This design comes from an exercise in tuning for small area on the open sky130 flow, not from production work. RTL that was checked went through simulation tests only; none was proved equivalent to the original.

Setup of harbor:
==> flow/design.v <==
package cius_pkg;
  localparam int unsigned HDR_LEN = 13;
  localparam int unsigned ADDR_W  = 3;
  localparam logic [39:0] MAGIC_VER = 40'h01_4F_34_54_52;
  localparam logic [1:0] PH_IDLE   = 2'd0;
  localparam logic [1:0] PH_HEADER = 2'd1;
  localparam logic [1:0] PH_FS     = 2'd2;
  localparam logic [1:0] PH_FW     = 2'd3;
  localparam logic [1:0] DEST_HEADER  = 2'd0;
  localparam logic [1:0] DEST_FS      = 2'd1;
  localparam logic [1:0] DEST_FW      = 2'd2;
  localparam logic [1:0] DEST_DISCARD = 2'd3;
  localparam logic [2:0] EV_NONE      = 3'd0;
  localparam logic [2:0] EV_HEADER_OK = 3'd1;
  localparam logic [2:0] EV_FS_DONE   = 3'd2;
  localparam logic [2:0] EV_DONE      = 3'd3;
  localparam logic [2:0] EV_BAD_MAGIC = 3'd4;
  localparam logic [2:0] EV_MISMATCH  = 3'd5;
  localparam logic [2:0] EV_TOO_SMALL = 3'd6;
endpackage
module cius_cfg (
  input  logic        clk,
  input  logic        rst,
  input  logic        psel,
  input  logic        penable,
  input  logic        pwrite,
  input  logic [2:0]  paddr,
  input  logic [31:0] pwdata,
  output logic [31:0] prdata,
  output logic        pready,
  output logic [31:0] expected_total
);
  assign pready = 1'b1;
  assign prdata = paddr[2] ? 32'd0 : expected_total;
  logic wr_total;
  logic keep_total;
  assign wr_total   = !rst && psel && penable && pwrite && !paddr[2];
  assign keep_total = !rst && !(psel && penable && pwrite && !paddr[2]);
  always_ff @(posedge clk) begin
    expected_total <= (expected_total & {32{keep_total}}) | (pwdata & {32{wr_total}});
  end
endmodule
import cius_pkg::*;
module cius_step (
  input  logic [1:0]  phase,
  input  logic [31:0] off,
  input  logic [31:0] lo,
  input  logic [31:0] hi,
  input  logic        mg,
  input  logic [2:0]  ev,
  input  logic [31:0] expected_total,
  input  logic [7:0]  data_byte,
  input  logic        first_byte,
  output logic [1:0]  phase_nxt,
  output logic [31:0] off_inc,
  output logic        off_zero,
  output logic [31:0] lo_nxt,
  output logic [31:0] hi_nxt,
  output logic        mg_nxt,
  output logic [2:0]  ev_nxt,
  output logic [1:0]  dest_nxt
);
  logic        too_small;
  logic [1:0]  ph;
  logic        seg_start;
  logic        zero_off;
  logic [31:0] inc;
  logic [31:0] o;
  logic        pos4;
  logic        pos12;
  logic [31:0] fs_len;
  logic [31:0] fw_len;
  logic        fs_last;
  logic        fw_done;
  assign too_small = (expected_total <= 32'(HDR_LEN));
  assign ph        = first_byte ? (too_small ? PH_IDLE : PH_HEADER) : phase;
  assign seg_start = (ev == EV_HEADER_OK) || (ev == EV_FS_DONE);
  assign zero_off  = first_byte || (ph == PH_IDLE) || seg_start;
  logic [3:0] off_bp;
  always_comb begin
    logic c;
    for (int b = 0; b < 2; b++) off_bp[b] = &off[16*b +: 16];
    for (int b = 0; b < 2; b++) begin
      c = 1'b1;
      for (int j = 0; j < b; j++) c = c & off_bp[j];
      for (int i = 16*b; i < 16*b + 16; i++) begin
        inc[i] = off[i] ^ c;
        c      = c & off[i];
      end
    end
  end
  assign o = zero_off ? 32'd0 : inc;
  assign off_inc  = inc;
  assign off_zero = zero_off;
  assign pos4  = !first_byte && (off[3:0] == 4'd3);
  assign pos12 = !first_byte && (off[3:0] == 4'd11);
  assign fs_len = {hi[7:0], lo[31:8]};
  assign fw_len = {data_byte, hi[31:8]};
  localparam logic [33:0] SUM_K = 34'h3_FFFF_FFF2;
  logic [33:0] sx, sy, sz, su, sv;
  logic        sum_ok;
  assign sx = {2'b00, fs_len};
  assign sy = {2'b00, fw_len};
  assign sz = ~{2'b00, expected_total};
  assign su = sx ^ sy ^ sz;
  assign sv = {(sx[32:0] & sy[32:0]) | (sx[32:0] & sz[32:0]) | (sy[32:0] & sz[32:0]), 1'b0};
  always_comb begin
    sum_ok = !(su[0] ^ sv[0] ^ SUM_K[0]);
    for (int i = 1; i < 34; i++)
      sum_ok = sum_ok && ((su[i] ^ sv[i] ^ SUM_K[i])
                          == (SUM_K[i-1] ? (su[i-1] & sv[i-1]) : (su[i-1] | sv[i-1])));
  end
  logic [31:0] dl;
  logic        add2_eq;
  assign dl = off ^ lo;
  always_comb begin
    add2_eq = !dl[0] && dl[1];
    for (int i = 2; i < 32; i++)
      add2_eq = add2_eq && (dl[i] == (dl[i-1] && off[i-1]));
  end
  assign fs_last = seg_start ? (lo == 32'd1) : add2_eq;
  always_comb begin
    logic ge;
    ge = 1'b1;
    for (int i = 0; i < 32; i++)
      ge = (lo[i] & ~expected_total[i]) | ((lo[i] | ~expected_total[i]) & ge);
    fw_done = ge;
  end
  logic [3:0]  k;
  logic [4:0]  lo_lsb;
  logic [31:0] lo_add;
  assign k      = (phase == PH_FS) ? 4'd14 : 4'd1;
  assign lo_lsb = {1'b0, lo[3:0]} + {1'b0, k};
  logic [3:0] lo_bp;
  always_comb begin
    logic c;
    for (int b = 0; b < 2; b++) lo_bp[b] = &lo[4 + 14*b +: 14];
    lo_add[3:0] = lo_lsb[3:0];
    for (int b = 0; b < 2; b++) begin
      c = lo_lsb[4];
      for (int j = 0; j < b; j++) c = c & lo_bp[j];
      for (int i = 4 + 14*b; i < 18 + 14*b; i++) begin
        lo_add[i] = lo[i] ^ c;
        c         = c & lo[i];
      end
    end
  end
  always_comb begin
    phase_nxt = ph;
    lo_nxt    = lo;
    hi_nxt    = hi;
    mg_nxt    = mg;
    ev_nxt    = (first_byte && too_small) ? EV_TOO_SMALL : EV_NONE;
    dest_nxt  = DEST_DISCARD;
    case (ph)
      PH_HEADER: begin
        dest_nxt = DEST_HEADER;
        lo_nxt   = {hi[7:0], lo[31:8]};
        hi_nxt   = {data_byte, hi[31:8]};
        if (pos4) mg_nxt = ({data_byte, hi} == MAGIC_VER);
        if (pos12) begin
          if (!mg) begin
            ev_nxt    = EV_BAD_MAGIC;
            phase_nxt = PH_IDLE;
          end else if (fs_len == 32'd0 || fw_len == 32'd0
                       || !sum_ok) begin
            ev_nxt    = EV_MISMATCH;
            phase_nxt = PH_IDLE;
          end else begin
            ev_nxt    = EV_HEADER_OK;
            phase_nxt = PH_FS;
          end
        end
      end
      PH_FS: begin
        dest_nxt = DEST_FS;
        if (fs_last) begin
          ev_nxt    = EV_FS_DONE;
          phase_nxt = PH_FW;
          lo_nxt    = lo_add;
        end
      end
      PH_FW: begin
        dest_nxt = DEST_FW;
        lo_nxt   = lo_add;
        if (fw_done) begin
          ev_nxt    = EV_DONE;
          phase_nxt = PH_IDLE;
        end
      end
      default: begin
      end
    endcase
  end
endmodule
import cius_pkg::*;
module combined_image_upload_splitter_core (
  input  logic              clk,
  input  logic              rst,
  input  logic              psel,
  input  logic              penable,
  input  logic              pwrite,
  input  logic [2:0]        paddr,
  input  logic [31:0]       pwdata,
  output logic [31:0]       prdata,
  output logic              pready,
  input  logic              byte_valid,
  output logic              byte_ready,
  input  logic [7:0]        data_byte,
  input  logic              first_byte,
  output logic              result_valid,
  input  logic              result_ready,
  output logic [7:0]        data_out,
  output logic [1:0]        destination,
  output logic [31:0]       segment_offset,
  output logic [2:0]        event_res,
  output logic [31:0]       announced_length
);
  logic [31:0] expected_total;
  logic [1:0]  phase, phase_nxt;
  logic [31:0] off, off_inc;
  logic        off_zero;
  logic [31:0] lo, lo_nxt;
  logic [31:0] hi, hi_nxt;
  logic        mg, mg_nxt;
  logic [2:0]  ev, ev_nxt;
  logic [1:0]  dest, dest_nxt;
  logic [7:0]  dout;
  logic        accept;
  cius_cfg u_cfg (
    .clk            (clk),
    .rst            (rst),
    .psel           (psel),
    .penable        (penable),
    .pwrite         (pwrite),
    .paddr          (paddr),
    .pwdata         (pwdata),
    .prdata         (prdata),
    .pready         (pready),
    .expected_total (expected_total)
  );
  cius_step u_step (
    .phase          (phase),
    .off            (off),
    .lo             (lo),
    .hi             (hi),
    .mg             (mg),
    .ev             (ev),
    .expected_total (expected_total),
    .data_byte      (data_byte),
    .first_byte     (first_byte),
    .phase_nxt      (phase_nxt),
    .off_inc        (off_inc),
    .off_zero       (off_zero),
    .lo_nxt         (lo_nxt),
    .hi_nxt         (hi_nxt),
    .mg_nxt         (mg_nxt),
    .ev_nxt         (ev_nxt),
    .dest_nxt       (dest_nxt)
  );
  assign byte_ready = !result_valid || result_ready;
  assign accept     = byte_valid && byte_ready;
  always_ff @(posedge clk) begin
    if (rst) begin
      phase        <= PH_IDLE;
      result_valid <= 1'b0;
    end else if (accept) begin
      phase        <= phase_nxt;
      result_valid <= 1'b1;
    end else if (result_ready) begin
      result_valid <= 1'b0;
    end
  end
  always_ff @(posedge clk) begin
    off <= (off & {32{!accept}}) | (off_inc & {32{accept && !off_zero}});
  end
  always_ff @(posedge clk) begin
    if (accept) begin
      lo   <= lo_nxt;
      hi   <= hi_nxt;
      mg   <= mg_nxt;
      ev   <= ev_nxt;
      dest <= dest_nxt;
      dout <= data_byte;
    end
  end
  assign data_out         = dout;
  assign destination      = dest;
  assign segment_offset   = off;
  assign event_res        = ev;
  assign announced_length = (ev == EV_HEADER_OK) ? lo :
                            (ev == EV_FS_DONE)   ? hi : 32'd0;
endmodule
clock: 6.0 ns
lec_check: 0
cap_margin: 20
core_margin: 2
core_utilization: 60
cts_buf_list: sky130_fd_sc_hd__clkbuf_8
slew_margin: 20
standard.sh (not shown) runs the stock make flow with config.mk's settings and CLKGATE_MAP_FILE= SYNTH_SCRIPT=/design/flow/synth_recipe.tcl, a recipe that flattens the netlist after the stock synthesis.
==> flow/flow/run.sh <==
#!/bin/bash
# The standard layout, with the smallest buffer as each port's buffer and no dummy clock loads.
set -euo pipefail
export BUFFER_PORTS_ARGS="-buffer_cell sky130_fd_sc_hd__buf_1"
export CTS_ARGS="-sink_clustering_enable -repair_clock_nets -buf_list sky130_fd_sc_hd__clkbuf_8 -dont_use_dummy_load"
bash standard.sh > flow.log 2>&1
Modified inputs, sierra compared to harbor
--- a/flow/design.v
+++ b/flow/design.v
@@ -29,18 +29,18 @@
   output logic [31:0] prdata,
   output logic        pready,
   output logic [31:0] expected_total
 );
   assign pready = 1'b1;
   assign prdata = paddr[2] ? 32'd0 : expected_total;
-  logic wr_total;
-  logic keep_total;
-  assign wr_total   = !rst && psel && penable && pwrite && !paddr[2];
-  assign keep_total = !rst && !(psel && penable && pwrite && !paddr[2]);
   always_ff @(posedge clk) begin
-    expected_total <= (expected_total & {32{keep_total}}) | (pwdata & {32{wr_total}});
+    if (rst) begin
+      expected_total <= 32'd0;
+    end else if (psel && penable && pwrite && !paddr[2]) begin
+      expected_total <= pwdata;
+    end
   end
 endmodule
 import cius_pkg::*;
 module cius_step (
   input  logic [1:0]  phase,
   input  logic [31:0] off,
@@ -49,14 +49,13 @@
   input  logic        mg,
   input  logic [2:0]  ev,
   input  logic [31:0] expected_total,
   input  logic [7:0]  data_byte,
   input  logic        first_byte,
   output logic [1:0]  phase_nxt,
-  output logic [31:0] off_inc,
-  output logic        off_zero,
+  output logic [31:0] off_nxt,
   output logic [31:0] lo_nxt,
   output logic [31:0] hi_nxt,
   output logic        mg_nxt,
   output logic [2:0]  ev_nxt,
   output logic [1:0]  dest_nxt
 );
@@ -76,25 +75,23 @@
   assign ph        = first_byte ? (too_small ? PH_IDLE : PH_HEADER) : phase;
   assign seg_start = (ev == EV_HEADER_OK) || (ev == EV_FS_DONE);
   assign zero_off  = first_byte || (ph == PH_IDLE) || seg_start;
   logic [3:0] off_bp;
   always_comb begin
     logic c;
-    for (int b = 0; b < 2; b++) off_bp[b] = &off[16*b +: 16];
-    for (int b = 0; b < 2; b++) begin
+    for (int b = 0; b < 4; b++) off_bp[b] = &off[8*b +: 8];
+    for (int b = 0; b < 4; b++) begin
       c = 1'b1;
       for (int j = 0; j < b; j++) c = c & off_bp[j];
-      for (int i = 16*b; i < 16*b + 16; i++) begin
+      for (int i = 8*b; i < 8*b + 8; i++) begin
         inc[i] = off[i] ^ c;
         c      = c & off[i];
       end
     end
   end
   assign o = zero_off ? 32'd0 : inc;
-  assign off_inc  = inc;
-  assign off_zero = zero_off;
   assign pos4  = !first_byte && (off[3:0] == 4'd3);
   assign pos12 = !first_byte && (off[3:0] == 4'd11);
   assign fs_len = {hi[7:0], lo[31:8]};
   assign fw_len = {data_byte, hi[31:8]};
   localparam logic [33:0] SUM_K = 34'h3_FFFF_FFF2;
   logic [33:0] sx, sy, sz, su, sv;
@@ -120,36 +117,37 @@
   end
   assign fs_last = seg_start ? (lo == 32'd1) : add2_eq;
   always_comb begin
     logic ge;
     ge = 1'b1;
     for (int i = 0; i < 32; i++)
-      ge = (lo[i] & ~expected_total[i]) | ((lo[i] | ~expected_total[i]) & ge);
+      ge = (lo[i] && !expected_total[i]) || ((lo[i] == expected_total[i]) && ge);
     fw_done = ge;
   end
   logic [3:0]  k;
   logic [4:0]  lo_lsb;
   logic [31:0] lo_add;
-  assign k      = (phase == PH_FS) ? 4'd14 : 4'd1;
+  assign k      = fs_last ? 4'd14 : 4'd1;
   assign lo_lsb = {1'b0, lo[3:0]} + {1'b0, k};
   logic [3:0] lo_bp;
   always_comb begin
     logic c;
-    for (int b = 0; b < 2; b++) lo_bp[b] = &lo[4 + 14*b +: 14];
+    for (int b = 0; b < 4; b++) lo_bp[b] = &lo[4 + 7*b +: 7];
     lo_add[3:0] = lo_lsb[3:0];
-    for (int b = 0; b < 2; b++) begin
+    for (int b = 0; b < 4; b++) begin
       c = lo_lsb[4];
       for (int j = 0; j < b; j++) c = c & lo_bp[j];
-      for (int i = 4 + 14*b; i < 18 + 14*b; i++) begin
+      for (int i = 4 + 7*b; i < 11 + 7*b; i++) begin
         lo_add[i] = lo[i] ^ c;
         c         = c & lo[i];
       end
     end
   end
   always_comb begin
     phase_nxt = ph;
+    off_nxt   = o;
     lo_nxt    = lo;
     hi_nxt    = hi;
     mg_nxt    = mg;
     ev_nxt    = (first_byte && too_small) ? EV_TOO_SMALL : EV_NONE;
     dest_nxt  = DEST_DISCARD;
     case (ph)
@@ -215,14 +213,13 @@
   output logic [31:0]       segment_offset,
   output logic [2:0]        event_res,
   output logic [31:0]       announced_length
 );
   logic [31:0] expected_total;
   logic [1:0]  phase, phase_nxt;
-  logic [31:0] off, off_inc;
-  logic        off_zero;
+  logic [31:0] off, off_nxt;
   logic [31:0] lo, lo_nxt;
   logic [31:0] hi, hi_nxt;
   logic        mg, mg_nxt;
   logic [2:0]  ev, ev_nxt;
   logic [1:0]  dest, dest_nxt;
   logic [7:0]  dout;
@@ -247,14 +244,13 @@
     .mg             (mg),
     .ev             (ev),
     .expected_total (expected_total),
     .data_byte      (data_byte),
     .first_byte     (first_byte),
     .phase_nxt      (phase_nxt),
-    .off_inc        (off_inc),
-    .off_zero       (off_zero),
+    .off_nxt        (off_nxt),
     .lo_nxt         (lo_nxt),
     .hi_nxt         (hi_nxt),
     .mg_nxt         (mg_nxt),
     .ev_nxt         (ev_nxt),
     .dest_nxt       (dest_nxt)
   );
@@ -269,16 +265,14 @@
       result_valid <= 1'b1;
     end else if (result_ready) begin
       result_valid <= 1'b0;
     end
   end
   always_ff @(posedge clk) begin
-    off <= (off & {32{!accept}}) | (off_inc & {32{accept && !off_zero}});
-  end
-  always_ff @(posedge clk) begin
     if (accept) begin
+      off  <= off_nxt;
       lo   <= lo_nxt;
       hi   <= hi_nxt;
       mg   <= mg_nxt;
       ev   <= ev_nxt;
       dest <= dest_nxt;
       dout <= data_byte;
==> results.txt <==
What harbor reported for sequential cell area has to be multiplied by 1.09 to get the figure for sierra.
harbor ended up with phase[0] as its startpoint of the worst setup timing path; sierra ended up with lo[18].
[sierra] final cycle utilization of the critical path rose 11 points relative to harbor
In the reports for sierra and harbor, the smaller transition time of the tightest slew-check pin belongs to sierra.
When sierra is set beside harbor, its count of plain and timing-repair buffers turns out to be 5.3% larger.
sierra vs harbor, floorplan core area went up by 4.8%.
Register clock-pin slew on the reported worst setup and hold paths: sierra vs harbor, no meaningful difference
In the metrics for sierra and harbor, the one carrying the higher number of gates on the worst path with buffers counted is harbor.
Looking at full die area, sierra sits 4.8% higher than harbor does.
The standard cells in sierra occupy more silicon area than those in harbor do.
Per the comparison of sierra with harbor, synthesis-to-layout area growth rose by 0.42 points; mapped cell area rose 470 µm²; met3 global-route usage saw a decrease.
No functional check of the RTL was part of harbor.

[what the ideal ports hide]
The flow's constraints put no driver on any port. The routed layouts listed below were extracted and timed again, unchanged, in two steps.
Step 1 assumes that a clkbuf_16 drives the clock port and a buf_2 every other input.
Step 2 times the ports against the registers' clock, not the clock port: input delays grow and output delays shrink by t, the midpoint of the rising clock arrivals with the driver on.
Slacks: no drivers / after step 1 / after step 2; pairs: no drivers / after step 1.
| run | shift t [ns] | slack for setup (ns) | hold WS [ns] | worst slew at a driven data input, ns |
|---|---|---|---|---|
| harbor | 0.486 | 1.448 / 1.448 / 1.448 | 0.472 / 0.472 / 0.472 | 0.03 |
| sierra | 0.480 | 0.793 / 0.793 / 0.793 | 0.457 / 0.457 / 0.457 | 0.04 |
After both steps every run listed still meets setup and hold.
